From an optimization exercise on the open Yosys and OpenROAD flow, aimed at small area and a short achievable clock period; shortcuts taken in it are not production practice. RTL that was checked went through simulation tests only; none was proved equivalent to the original. No activity file was given, so power comes from the tool's default toggle rates.

## before
==> flow/design.v <==
package lc3b_types;
    typedef logic [16-1:0] lc3b_word;
    typedef logic [3-1:0] lc3b_reg;
    typedef enum logic [3:0] {
        op_br   = 4'b0000,
        op_add  = 4'b0001,
        op_ldb  = 4'b0010,
        op_stb  = 4'b0011,
        op_jsr  = 4'b0100,
        op_and  = 4'b0101,
        op_ldr  = 4'b0110,
        op_str  = 4'b0111,
        op_rti  = 4'b1000,
        op_not  = 4'b1001,
        op_ldi  = 4'b1010,
        op_sti  = 4'b1011,
        op_jmp  = 4'b1100,
        op_shf  = 4'b1101,
        op_lea  = 4'b1110,
        op_trap = 4'b1111
    } lc3b_opcode;
    typedef enum logic [2:0] {
        alu_add,
        alu_and,
        alu_not,
        alu_passa,
        alu_passb
    } lc3b_aluop;
    typedef struct packed {
        lc3b_opcode opcode;
        lc3b_aluop  aluop;
        logic       addr1mux_sel;
        logic [1:0] addr2mux_sel;
        logic       addr3mux_sel;
        logic       lshf;
        logic       br_op;
        logic       jsr_op;
        logic       trap_op;
        logic       jmp_op;
        logic       uncond_op;
        logic       sr2mux_sel;
        logic       storemux_sel;
        logic [1:0] wbmux_sel;
        logic       dest_mux_sel;
        logic       load_reg;
        logic       load_cc;
        logic       dcacheR;
        logic       dcacheW;
        logic       dcache_enable;
        logic       d_mem_byte_sel;
        logic       alu_result_mux_sel;
        logic       stb_op;
        logic       ldi_op;
        logic       ldb_op;
        lc3b_word   pc;
    } lc3b_control_word;
    typedef struct packed {
        lc3b_control_word ctrl;
        lc3b_word         ir;
        lc3b_word         sr1_val;
        lc3b_word         sr2_val;
        lc3b_reg          dest;
    } idex_t;
    typedef struct packed {
        logic       reg_we;
        lc3b_reg    dest;
        lc3b_word   value;
        logic [2:0] cc;
        logic       mem_rd;
        logic       mem_wr;
        logic       mem_byte;
        lc3b_word   mem_addr;
        lc3b_word   mem_wdata;
        logic       redirect;
        lc3b_word   target;
    } retire_t;
endpackage
module lc3b_decode_exec
(
    input  logic                   clk,
    input  logic                   rst_n,
    input  logic                   instr_valid,
    input  lc3b_types::lc3b_word   instr,
    input  lc3b_types::lc3b_word   pc,
    output logic                   retire_valid,
    output logic                   retire_reg_we,
    output logic [2:0]             retire_dest,
    output logic [15:0]            retire_value,
    output logic [2:0]             retire_cc,
    output logic                   retire_mem_rd,
    output logic                   retire_mem_wr,
    output logic                   retire_mem_byte,
    output logic [15:0]            retire_mem_addr,
    output logic [15:0]            retire_mem_wdata,
    output logic                   retire_redirect,
    output logic [15:0]            retire_target
);
    logic        ex_valid;
    logic [15:0] ir;
    logic [15:0] pc2;
    logic [7:0]  sel_a;      
    logic        byps_a;     
    logic        bypo_a;     
    logic [7:0]  sel_b;      
    logic        byps_b;
    logic        bypo_b;
    logic        use_pc;     
    logic        c_st;       
    logic        i5, i6w, i6b, i8t, i9, i11;   
    logic        o_and, o_not, o_shf, o_st, o_stb, o_pc;   
    logic        r_valid;
    logic        r_we, r_rd, r_wr, r_byte, r_redirect;
    logic [2:0]  r_dest;
    logic        r_vsel;     
    logic [15:0] r_sum;
    logic [15:0] r_oth;
    logic [2:0]  cc_old;
    logic        cc_psum;    
    logic        cc_poth;    
    logic [15:0] rf [8];
    logic [7:0]  rf_ok;
    logic [15:0] r_value;
    assign r_value = r_vsel ? r_sum : r_oth;
    logic [7:0] wsel;
    always_comb
        for (int i = 0; i < 8; i++)
            wsel[i] = r_we && r_dest == i;
    always_ff @(posedge clk)
        for (int i = 0; i < 8; i++)
            if (wsel[i])
                rf[i] <= r_value;
    always_ff @(posedge clk or negedge rst_n)
        if (!rst_n)
            rf_ok <= '0;
        else
            rf_ok <= rf_ok | wsel;
    logic [3:0] d_op;
    logic       d_st, d_use_a, d_use_b, d_use_pc;
    logic [2:0] d_idx_b;
    logic       d_hit_a, d_hit_b;
    logic [7:0] ok_next;
    logic       x_we, x_vsel;
    logic [2:0] x_dest;
    assign d_op = instr[15:12];
    assign d_st = (d_op[1:0] == 2'b11) && (d_op[3:2] != 2'b11);
    assign d_use_a = !(d_op == 4'b0000 || d_op == 4'b1000 || d_op == 4'b1110 ||
                       d_op == 4'b1111 || (d_op == 4'b0100 && instr[11]));
    assign d_use_b = d_st || ((d_op == 4'b0001 || d_op == 4'b0101) && !instr[5]);
    assign d_idx_b = d_st ? instr[11:9] : instr[2:0];
    assign d_use_pc = d_op == 4'b0000 || d_op == 4'b1110 || (d_op == 4'b0100 && instr[11]);
    assign ok_next = rf_ok | wsel;
    assign d_hit_a = x_we && x_dest == instr[8:6];
    assign d_hit_b = x_we && x_dest == d_idx_b;
    always_ff @(posedge clk or negedge rst_n)
        if (!rst_n)
            ex_valid <= 1'b0;
        else
            ex_valid <= instr_valid;
    always_ff @(posedge clk)
    begin
        ir <= instr;
        pc2 <= {pc[15:1] + 15'd1, pc[0]};
        use_pc <= d_use_pc;
        c_st <= d_st;
        i5  <= (d_op == 4'b0001 || d_op == 4'b0101) && instr[5];
        i6w <= (d_op == 4'b0110 || d_op == 4'b1010 || d_op == 4'b0111 || d_op == 4'b1011);
        i6b <= (d_op == 4'b0010 || d_op == 4'b0011);
        i8t <= d_op == 4'b1111;
        i9  <= d_op == 4'b0000 || d_op == 4'b1110;
        i11 <= d_op == 4'b0100 && instr[11];
        o_and <= d_op == 4'b0101;
        o_not <= d_op == 4'b1001;
        o_shf <= d_op == 4'b1101;
        o_st  <= d_op == 4'b0111 || d_op == 4'b1011;
        o_stb <= d_op == 4'b0011;
        o_pc  <= d_op == 4'b0100 || d_op == 4'b1111;
        byps_a <= d_use_a && d_hit_a && x_vsel;
        bypo_a <= d_use_a && d_hit_a && !x_vsel;
        byps_b <= d_use_b && d_hit_b && x_vsel;
        bypo_b <= d_use_b && d_hit_b && !x_vsel;
        for (int i = 0; i < 8; i++)
        begin
            sel_a[i] <= d_use_a && ok_next[i] && instr[8:6] == i && !d_hit_a;
            sel_b[i] <= d_use_b && ok_next[i] && d_idx_b == i && !d_hit_b;
        end
    end
    logic [3:0] op;
    assign op = ir[15:12];
    logic is_br, is_add, is_ldb, is_stb, is_jsr, is_and, is_ldr, is_str;
    logic is_not, is_ldi, is_sti, is_jmp, is_shf, is_lea, is_trap;
    assign is_br   = op == 4'b0000;
    assign is_add  = op == 4'b0001;
    assign is_ldb  = op == 4'b0010;
    assign is_stb  = op == 4'b0011;
    assign is_jsr  = op == 4'b0100;
    assign is_and  = op == 4'b0101;
    assign is_ldr  = op == 4'b0110;
    assign is_str  = op == 4'b0111;
    assign is_not  = op == 4'b1001;
    assign is_ldi  = op == 4'b1010;
    assign is_sti  = op == 4'b1011;
    assign is_jmp  = op == 4'b1100;
    assign is_shf  = op == 4'b1101;
    assign is_lea  = op == 4'b1110;
    assign is_trap = op == 4'b1111;
    logic is_ld, is_st, is_byte, ld_cc, wr;
    assign is_ld   = is_ldr | is_ldi | is_ldb;
    assign is_st   = is_str | is_sti | is_stb;
    assign is_byte = is_ldb | is_stb;
    assign ld_cc   = is_add | is_and | is_not | is_shf | is_lea;
    assign wr      = ld_cc | is_jsr;
    assign x_we = ex_valid && wr;
    assign x_dest = is_jsr ? 3'd7 : ir[11:9];
    assign x_vsel = is_add | is_ld | is_lea;
    logic [15:0] a, b, base, imm, y;
    always_comb
    begin
        a = ({16{byps_a}} & r_sum) | ({16{bypo_a}} & r_oth);
        b = ({16{byps_b}} & r_sum) | ({16{bypo_b}} & r_oth);
        for (int i = 0; i < 8; i++)
        begin
            a = a | ({16{sel_a[i]}} & rf[i]);
            b = b | ({16{sel_b[i]}} & rf[i]);
        end
    end
    assign base = a | ({16{use_pc}} & pc2);
    assign imm = ({16{i5}}  & {{11{ir[4]}}, ir[4:0]}) |
                 ({16{i6b}} & {{10{ir[5]}}, ir[5:0]}) |
                 ({16{i6w}} & {{9{ir[5]}}, ir[5:0], 1'b0}) |
                 ({16{i8t}} & {7'b0, ir[7:0], 1'b0}) |
                 ({16{i9}}  & {{6{ir[8]}}, ir[8:0], 1'b0}) |
                 ({16{i11}} & {{4{ir[10]}}, ir[10:0], 1'b0});
    assign y = ({16{!c_st}} & b) | imm;
    logic [15:0] sum;
    assign sum = base + y;
    logic        shl;
    logic [15:0] sh_in, sh_out, shf;
    assign shl = !ir[4];
    always_comb
        for (int i = 0; i < 16; i++)
            sh_in[i] = shl ? a[15 - i] : a[i];
    assign sh_out = 16'($signed({ir[5] & ir[4] & a[15], sh_in}) >>> ir[3:0]);
    always_comb
        for (int i = 0; i < 16; i++)
            shf[i] = shl ? sh_out[15 - i] : sh_out[i];
    logic [15:0] other;
    assign other = ({16{o_and}} & a & y) |
                   ({16{o_not}} & ~a) |
                   ({16{o_shf}} & shf) |
                   ({16{o_st}} & b) |
                   ({16{o_stb}} & {b[7:0], b[7:0]}) |
                   ({16{o_pc}} & pc2);
    function automatic logic [2:0] nzp(input logic [15:0] v);
        nzp = {v[15], v == 16'd0, !v[15] && (v != 16'd0)};
    endfunction
    logic [2:0] cc_cur;
    assign cc_cur = ({3{!cc_psum && !cc_poth}} & cc_old) |
                    ({3{cc_psum}} & nzp(r_sum)) |
                    ({3{cc_poth}} & nzp(r_oth));
    always_ff @(posedge clk or negedge rst_n)
    begin
        if (!rst_n)
        begin
            r_valid <= 1'b0;
            r_we <= 1'b0;
            cc_old <= 3'b010;
            cc_psum <= 1'b0;
            cc_poth <= 1'b0;
        end
        else
        begin
            r_valid <= ex_valid;
            r_we <= x_we;
            cc_old <= cc_cur;
            cc_psum <= ex_valid & ld_cc & x_vsel;
            cc_poth <= ex_valid & ld_cc & !x_vsel;
        end
    end
    always_ff @(posedge clk)
    begin
        r_rd <= is_ld | is_trap;
        r_wr <= is_st;
        r_byte <= is_byte;
        r_redirect <= is_jmp | is_jsr | (is_br & |(ir[11:9] & cc_cur));
        r_dest <= (is_jsr | is_trap) ? 3'd7 : ir[11:9];
        r_vsel <= x_vsel;
        r_sum <= sum;
        r_oth <= other;
    end
    assign retire_valid = r_valid;
    assign retire_reg_we = r_we;
    assign retire_dest = r_dest;
    assign retire_value = r_value;
    assign retire_cc = cc_cur;
    assign retire_mem_rd = r_rd;
    assign retire_mem_wr = r_wr;
    assign retire_mem_byte = r_byte;
    assign retire_mem_addr = r_sum;
    assign retire_mem_wdata = r_oth;
    assign retire_redirect = r_redirect;
    assign retire_target = r_sum;
endmodule
Settings: LEC_CHECK=0, ABC_AREA=1, CAP_MARGIN=20, CORE_MARGIN=2, CORE_UTILIZATION=55, CTS_BUF_LIST=sky130_fd_sc_hd__clkbuf_16, CTS_CLUSTER_DIAMETER=100, CTS_CLUSTER_SIZE=24, SETUP_SLACK_MARGIN=2.0, SLEW_MARGIN=20; clock period 5.0 ns.
standard.sh (not shown) runs the stock make flow with config.mk's settings and CLKGATE_MAP_FILE= SYNTH_SCRIPT=/design/flow/synth_recipe.tcl, a recipe that flattens the netlist after the stock synthesis.
==> flow/flow/run.sh <==
#!/bin/bash
# standard layout, with the port buffers made from the smallest buffer
cp standard.sh standard_sh.txt
export BUFFER_PORTS_ARGS="-buffer_cell sky130_fd_sc_hd__buf_1"
bash standard.sh > standard.log 2>&1
before: all stages complete, timing, DRC and antenna checks passed
Edits applied to the flow inputs when going from before to after:
diff --git a/flow/design.v b/flow/design.v
--- a/flow/design.v
+++ b/flow/design.v
@@ -96,17 +96,15 @@
     output logic [15:0]            retire_target
 );
     logic        ex_valid;
     logic [15:0] ir;
     logic [15:0] pc2;
     logic [7:0]  sel_a;      
-    logic        byps_a;     
-    logic        bypo_a;     
+    logic        byp_a;      
     logic [7:0]  sel_b;      
-    logic        byps_b;
-    logic        bypo_b;
+    logic        byp_b;
     logic        use_pc;     
     logic        c_st;       
     logic        i5, i6w, i6b, i8t, i9, i11;   
     logic        o_and, o_not, o_shf, o_st, o_stb, o_pc;   
     logic        r_valid;
     logic        r_we, r_rd, r_wr, r_byte, r_redirect;
@@ -171,16 +169,14 @@
         o_and <= d_op == 4'b0101;
         o_not <= d_op == 4'b1001;
         o_shf <= d_op == 4'b1101;
         o_st  <= d_op == 4'b0111 || d_op == 4'b1011;
         o_stb <= d_op == 4'b0011;
         o_pc  <= d_op == 4'b0100 || d_op == 4'b1111;
-        byps_a <= d_use_a && d_hit_a && x_vsel;
-        bypo_a <= d_use_a && d_hit_a && !x_vsel;
-        byps_b <= d_use_b && d_hit_b && x_vsel;
-        bypo_b <= d_use_b && d_hit_b && !x_vsel;
+        byp_a <= d_use_a && d_hit_a;
+        byp_b <= d_use_b && d_hit_b;
         for (int i = 0; i < 8; i++)
         begin
             sel_a[i] <= d_use_a && ok_next[i] && instr[8:6] == i && !d_hit_a;
             sel_b[i] <= d_use_b && ok_next[i] && d_idx_b == i && !d_hit_b;
         end
     end
@@ -212,14 +208,14 @@
     assign x_we = ex_valid && wr;
     assign x_dest = is_jsr ? 3'd7 : ir[11:9];
     assign x_vsel = is_add | is_ld | is_lea;
     logic [15:0] a, b, base, imm, y;
     always_comb
     begin
-        a = ({16{byps_a}} & r_sum) | ({16{bypo_a}} & r_oth);
-        b = ({16{byps_b}} & r_sum) | ({16{bypo_b}} & r_oth);
+        a = {16{byp_a}} & r_value;
+        b = {16{byp_b}} & r_value;
         for (int i = 0; i < 8; i++)
         begin
             a = a | ({16{sel_a[i]}} & rf[i]);
             b = b | ({16{sel_b[i]}} & rf[i]);
         end
     end
Results
after finished all stages; the layout is clean. Register fraction of the total cell area (after over before): increase, 0.56 points. Compared with before, after supports a higher clock frequency. before gets by with more registers than after. Arithmetic-cell share of the synthesized area counting full adders, half adders and majority gates: after vs before, no meaningful difference. The depth of the worst register-to-register path in after sits 1 above the value recorded for before. In terms of total power, before and after differ only marginally. Changes observed in after relative to before: delay of the slowest critical-path stage up 0.07 ns, total internal power essentially unchanged. Compared with before, in after total number of clock tree sinks has decreased, post-route standard cell area excluding fillers dropped 1.9%, clock period minus worst slack moved down.
For before, only the layout was checked, not whether the RTL still works.

==> static timing again, ports no longer ideal <==
In the flow no input, the clock included, has a driving cell. The finished layouts below were timed again as built, in two steps. Step 1, drivers: a clkbuf_16 drives clk and a buf_2 each remaining input, both assumed. Step 2 adds t to the input delays and takes it off the output delays; t is the mean of the earliest and latest rising clock arrival at the registers after step 1. Input paths then give back, and output paths get back, about the clock's delay inside the block. a / b / c = no drivers / after step 1 / after step 2; a / b = the first two.
| run | t, ns | setup WS [ns] | hold WS [ns] | clock arrival spread, ns | worst register clock-pin slew, ns |
|---|---|---|---|---|---|
| before | 0.552 | 1.971 / 1.921 / 2.049 | 0.417 / 0.417 / 0.417 | 0.024 / 0.024 | 0.11 / 0.11 |
| after | 0.552 | 1.999 / 1.950 / 2.078 | 0.409 / 0.409 / 0.409 | 0.029 / 0.029 | 0.10 / 0.10 |
After both steps setup and hold are still met in every run listed.
